Context: an optimization exercise on an open-source flow, tuned for small area, a short achievable clock period and few clock cycles. The choices shown serve that exercise and are no tape-out recipe.
RTL that was checked went through simulation tests only; none was proved equivalent to the original.
Power and IR drop assume default switching activity.

== v6 ==
// chip8_cpu
module chip8_cpu #(
  parameter int TICK_DIV = 64,
  parameter int STACK_DEPTH = 16
) (
  input wire clk,
  input wire reset,
  input wire mem_req_ready,
  input wire mem_rsp_valid,
  input wire chip8_bus_pkg::data_t mem_rdata,
  output logic mem_req_valid,
  output logic mem_req_write,
  output chip8_bus_pkg::addr_t mem_addr,
  output chip8_bus_pkg::data_t mem_wdata
);
==> flow/config.mk <==
export PLATFORM = sky130hd
export DESIGN_NAME = chip8_cpu
export DESIGN_NICKNAME = chip8_cpu
export VERILOG_FILES = /design/flow/design.v
export SDC_FILE = /design/flow/constraint.sdc
export NUM_CORES = 4
export LEC_CHECK = 0
export ABC_CLOCK_PERIOD_IN_PS = 3000
export CAP_MARGIN = 20
export CORE_MARGIN = 2
export CORE_UTILIZATION = 40
export SETUP_SLACK_MARGIN = 5
export SLEW_MARGIN = 20
==> flow/constraint.sdc <==
create_clock -name core_clock -period 10.0 [get_ports {clk}]
set_input_delay 2.0000 -clock core_clock [delete_from_list [all_inputs] [get_ports {clk}]]
set_output_delay 2.0000 -clock core_clock [all_outputs]
set_load 0.01 [all_outputs]
standard.sh (not shown) runs the stock make flow with config.mk's settings and CLKGATE_MAP_FILE= SYNTH_SCRIPT=/design/flow/synth_recipe.tcl, a recipe that flattens the netlist after the stock synthesis.
==> flow/flow/run.sh <==
#!/bin/bash
# the standard layout, with its timing repair aiming for a larger setup margin,
# plain buffers on the ports and cell sizing not held to the same footprint
set -euo pipefail
bash standard.sh SETUP_SLACK_MARGIN=6.5 MATCH_CELL_FOOTPRINT=0 "BUFFER_PORTS_ARGS=-buffer_cell sky130_fd_sc_hd__buf_4" finish > standard.log 2>&1
Changes in v7 relative to v6:
--- a/flow/design.v
+++ b/flow/design.v
@@ -218,17 +218,17 @@
   parameter int TICK_DIV = 64
 ) (
   input wire clk,
   input wire reset,
   input wire load,
   input wire chip8_bus_pkg::data_t load_value,
   output chip8_bus_pkg::data_t value
 );
-  localparam int CNT_W = (TICK_DIV > 1) ? $clog2(TICK_DIV) : 1;
+  localparam int CNT_W = $clog2(TICK_DIV + 1);
   localparam logic [CNT_W-1:0] LAST = CNT_W'(TICK_DIV - 1);
   logic [CNT_W-1:0] div_cnt;
   logic tick;
   assign tick = (div_cnt == LAST);
   always_ff @(posedge clk or posedge reset) begin
     if (reset) begin
       div_cnt <= '0;
       value <= '0;
@@ -389,28 +389,29 @@
   logic m_first;         
   logic s_go, c_go, f_go;
   logic [1:0] s_kind;
   logic [3:0] s_last;
   assign s_kind = lo_store ? MK_STORE : (lo_bcd ? MK_BCD : MK_LOAD);
   assign s_last = lo_bcd ? 4'd2 : hi_q[3:0];
   assign s_go = slot_free & (~lo_load | room);
   assign c_go = slot_free & m_iss & ((m_kind != MK_LOAD) | room);
-  assign f_go = slot_free & ~m_iss & ~r_mop & ~kept & room;
+  assign f_go = slot_free & ~m_iss & ~r_mop & room;
   logic keep;
-  logic [3:0] i_page_up;
+  chip8_bus_pkg::addr_t wr_off;
   logic wr_near;
-  assign i_page_up = i_reg[11:8] + 4'd1;
-  assign wr_near = (npc_inc[11:8] == i_reg[11:8]) | (npc_inc[11:8] == i_page_up);
+  assign wr_off = npc_inc - i_reg;
+  assign wr_near = (wr_off[11:4] == 8'd0) &
+                   ((wr_off[3:0] <= hi_q[3:0]) | (wr_off[3:0] <= 4'd2));
   assign keep = (ocnt_a == 2'd1) & ~stalled_rd & ~wr_near;
   assign a_seq = rq_v ? rq_a + 12'd1 : rq_a;
   always_comb begin
     if (m_iss) a_base = m_first ? i_reg : a_seq;
     else if (e_redir) a_base = bnnn_tgt;
-    else if (use_npc) a_base = npc;
+    else if (use_npc) a_base = kept ? npc_inc : npc;
     else a_base = a_seq;
   end
   always_comb begin
     if (r_ret) a_free = stack_top;
     else if (r_jc) a_free = {hi_q[3:0], mem_rdata};
     else if (r_mop) a_free = i_reg;
     else a_free = a_base;
   end
@@ -483,17 +484,17 @@
         l_act <= lo_load & ~keep;
         l_pend <= lo_load & keep;
       end else if (rsp && dzero && kept) begin
         l_act <= l_pend;
         l_pend <= 1'b0;
       end else if (ld_rsp && lidx == mlast) begin
         l_act <= 1'b0;
       end
-      if (slot_free) rq_v <= r_mop ? s_go : (m_iss ? c_go : (room & ~kept));
+      if (slot_free) rq_v <= r_mop ? s_go : (m_iss ? c_go : room);
       if (r_mop) use_npc <= 1'b1;
       else if (redirect) use_npc <= ~slot_free;
       else if (f_go) use_npc <= 1'b0;
       if (r_mop) begin
         m_kind <= s_kind;
         m_first <= ~slot_free;
         if (s_go) begin
           m_iss <= (s_last != 4'd0);
--- outcome ---
- v7 against v6; synthesized area is up slightly.
- v7 against v6: first-iteration DRC count fell 5.0%, internal cell power fell 2.8%, antenna diode count rose 1.
- Compared v7 vs v6, and global-route track usage on met1 is down in v7.
- [compare] base=v6 new=v7: logic gate share of total power decreased 2.3 points, data-path buffer share of cell area in the final layout decreased 1.1 points.
No run of this note included a check of the RTL's function; only the layout flow was run.

== yarrow ==
chip8_cpu, a different RTL version from the one above (not shown whole).
Size in the first run: roughly 2500 cells after synthesis, about 450 flip-flops, roughly 34 I/O pins, ~0.024 mm^2 of cells after synthesis.
==> flow/config.mk <==
export PLATFORM = sky130hd
export DESIGN_NAME = chip8_cpu
export DESIGN_NICKNAME = chip8_cpu
export VERILOG_FILES = /design/flow/design.v
export SDC_FILE = /design/flow/constraint.sdc
export NUM_CORES = 4
export LEC_CHECK = 0
export ABC_AREA = 1
export ABC_CLOCK_PERIOD_IN_PS = 3000
export CAP_MARGIN = 20
export CORE_MARGIN = 2
export CORE_UTILIZATION = 40
export CTS_BUF_LIST = sky130_fd_sc_hd__clkbuf_8
export CTS_CLUSTER_DIAMETER = 60
export SETUP_SLACK_MARGIN = 5
export SLEW_MARGIN = 20
==> flow/constraint.sdc <==
create_clock -name core_clock -period 10.0 [get_ports {clk}]
set_input_delay 2.0000 -clock core_clock [delete_from_list [all_inputs] [get_ports {clk}]]
set_output_delay 2.0000 -clock core_clock [all_outputs]
set_load 0.01 [all_outputs]
==> flow/flow/run.sh <==
#!/bin/bash
# the standard layout, with its timing repair aiming for a larger setup margin,
# plain buffers on the ports and cell sizing not held to the same footprint
set -euo pipefail
bash standard.sh SETUP_SLACK_MARGIN=6.6 MATCH_CELL_FOOTPRINT=0 "BUFFER_PORTS_ARGS=-buffer_cell sky130_fd_sc_hd__buf_4" finish > standard.log 2>&1
yarrow finished every stage and its layout cleared the timing, design-rule and antenna checks.
> inputs changed (yarrow -> sierra)
diff --git a/flow/design.v b/flow/design.v
--- a/flow/design.v
+++ b/flow/design.v
@@ -271,19 +271,18 @@
   output logic stack_pop,
   output chip8_bus_pkg::addr_t push_addr,
   output logic timer_load,
   output chip8_bus_pkg::data_t timer_load_value
 );
   localparam logic [1:0] MK_STORE = 2'd0;
   localparam logic [1:0] MK_BCD = 2'd1;
   localparam logic [1:0] MK_LOAD = 2'd2;
   logic rq_v;
-  logic rq_rd;           
   logic rq_w;
   chip8_bus_pkg::addr_t rq_a;    
   chip8_bus_pkg::data_t rq_d;
   logic [1:0] ocnt;      
   logic [1:0] dcnt;      
   logic use_npc;         
   chip8_bus_pkg::addr_t npc;   
   logic half;            
   logic squash;          
@@ -342,21 +341,21 @@
   assign lo_bcd = (mem_rdata == chip8_isa_pkg::MISC_BCD);
   assign lo_load = (mem_rdata == chip8_isa_pkg::MISC_LOAD);
   assign lo_mop = lo_store | lo_bcd | lo_load;
   assign r_jc = lo_ok & (hi_jp | hi_call);
   assign r_ret = lo_ok & hi_00 & (mem_rdata == 8'hEE);
   assign r_redir = r_jc | r_ret;
   assign r_mop = lo_ok & hi_f & lo_mop;
   assign e_redir = ir_v & (op == chip8_isa_pkg::OP_JP_V0);
   assign redirect = r_redir | e_redir;
-  assign acc_rd = rq_rd & mem_req_ready;
+  assign acc_rd = rq_v & mem_req_ready & ~rq_w;
   assign slot_free = ~rq_v | mem_req_ready;
-  assign stalled_rd = rq_rd & ~mem_req_ready;
+  assign stalled_rd = rq_v & ~mem_req_ready & ~rq_w;
   assign ocnt_a = ocnt + {1'b0, acc_rd} - {1'b0, rsp};
   assign room = (ocnt_a != 2'd2);
   assign npc_inc = npc + 12'd1;
   chip8_bus_pkg::addr_t add_sum;
   assign add_sum = (hi_b_op ? {hi_q[3:0], lo_q} : i_reg) + chip8_bus_pkg::addr_t'(opx);
   assign bnnn_tgt = add_sum;
   always_comb begin
     if (r_ret) tgt = stack_top;
     else if (r_jc) tgt = {hi_q[3:0], mem_rdata};
@@ -444,19 +443,18 @@
     inv_a <= (op == chip8_isa_pkg::OP_ALU) && (mem_rdata[3:0] == 4'h7);
     inv_b <= (op == chip8_isa_pkg::OP_ALU) && (mem_rdata[3:0] == 4'h5);
     use_kk <= (op == chip8_isa_pkg::OP_ADD_IMM);
     if (!l_act) lidx <= '0;
     else if (ld_rsp) lidx <= lidx + 4'd1;
   end
   always_ff @(posedge clk or posedge reset) begin
     if (reset) begin
       rq_v <= 1'b0;
-      rq_rd <= 1'b0;
       ocnt <= '0;
       dcnt <= '0;
       kept <= 1'b0;
       l_pend <= 1'b0;
       use_npc <= 1'b1;
       npc <= chip8_bus_pkg::PROGRAM_START;
       half <= 1'b0;
       squash <= 1'b0;
       ir_v <= 1'b0;
@@ -489,22 +487,19 @@
       if (r_mop) begin
         l_act <= lo_load & ~keep;
         l_pend <= lo_load & keep;
       end else if (rsp && dzero && kept) begin
         l_act <= l_pend;
         l_pend <= 1'b0;
       end else if (ld_rsp && lidx == mlast) begin
         l_act <= 1'b0;
       end
-      if (slot_free) begin
-        rq_v <= r_mop ? s_go : (m_iss ? c_go : (room & ~kept));
-        rq_rd <= r_mop ? (s_go & lo_load) : (m_iss ? (c_go & (m_kind == MK_LOAD)) : (room & ~kept));
-      end
+      if (slot_free) rq_v <= r_mop ? s_go : (m_iss ? c_go : (room & ~kept));
       if (r_mop) use_npc <= 1'b1;
       else if (redirect) use_npc <= ~slot_free;
       else if (f_go) use_npc <= 1'b0;
       if (r_mop) begin
         m_kind <= s_kind;
         m_first <= ~slot_free;
         if (s_go) begin
           m_iss <= (s_last != 4'd0);
           st_q <= lo_store & (s_last != 4'd0);
Results
- sierra ends up with lower reported net switching power than yarrow does.
- Multi-input gate count was higher in the run labelled sierra.
- In sierra, count of plain and timing-repair buffers in the layout is lower than in yarrow.
- Minimum clock period delta (sierra − yarrow): favourable
- On chip height, sierra and yarrow are basically level.
- Compared with yarrow, sierra shows a post-layout utilization of the core that is 1.4 points lower.
- The number of standard cells in the final layout excluding fillers in sierra sits 1.9% below the value recorded for yarrow.
- Uppermost layer routed = met4: sierra; uppermost layer routed = met5: yarrow
- Between yarrow and sierra, power decreased.
- Summary: setup slack after layout, sierra better than yarrow
- Looking only at wire length after detailed routing, and setting everything else aside, the higher value of sierra and yarrow goes to yarrow.
- Compared with yarrow, in sierra cell area has decreased; wire length on met3 decreased by about 3.3% relative to the old numbers; sequential power shrank by about 4%; initial antenna violation count lost 4.
Testbench counts of sierra, summed over its fixed seeds: cycles 560,864.
Only the layout flow was run in yarrow; the RTL was not checked for function there.

## port drivers added, routing unchanged
No port has a modelled driver above. Below, the same layouts with a new extraction and two added sets of constraints. Step 1 (the two cells are an assumption about what drives the block):
set clk [get_ports {clk}]
set_driving_cell -lib_cell sky130_fd_sc_hd__clkbuf_16 $clk
set_driving_cell -lib_cell sky130_fd_sc_hd__buf_2 [delete_from_list [all_inputs] $clk]
Step 2 times the ports against the registers' clock, not the clock port: input delays grow and output delays shrink by t, the midpoint of the rising clock arrivals with the driver on. Slacks: ideal ports / drivers / drivers and shift; pairs: ideal ports / drivers.
run	t, ns	slack for setup (ns)	worst hold slack (ns)	worst setup path at the end
v6	0.664	6.458 / 6.458 / 5.832	0.484 / 0.484 / 0.484	input to register
v7	0.665	6.490 / 6.440 / 5.775	0.464 / 0.464 / 0.464	input to register
yarrow	0.730	6.485 / 6.485 / 5.896	0.468 / 0.468 / 0.468	input to register
sierra	0.718	6.569 / 6.571 / 5.853	0.459 / 0.459 / 0.459	input to register
After both steps setup and hold are still met in every run listed. The setup slack of sierra, which loses most, moves by +0.002 ns with the drivers and by -0.716 ns with both steps.
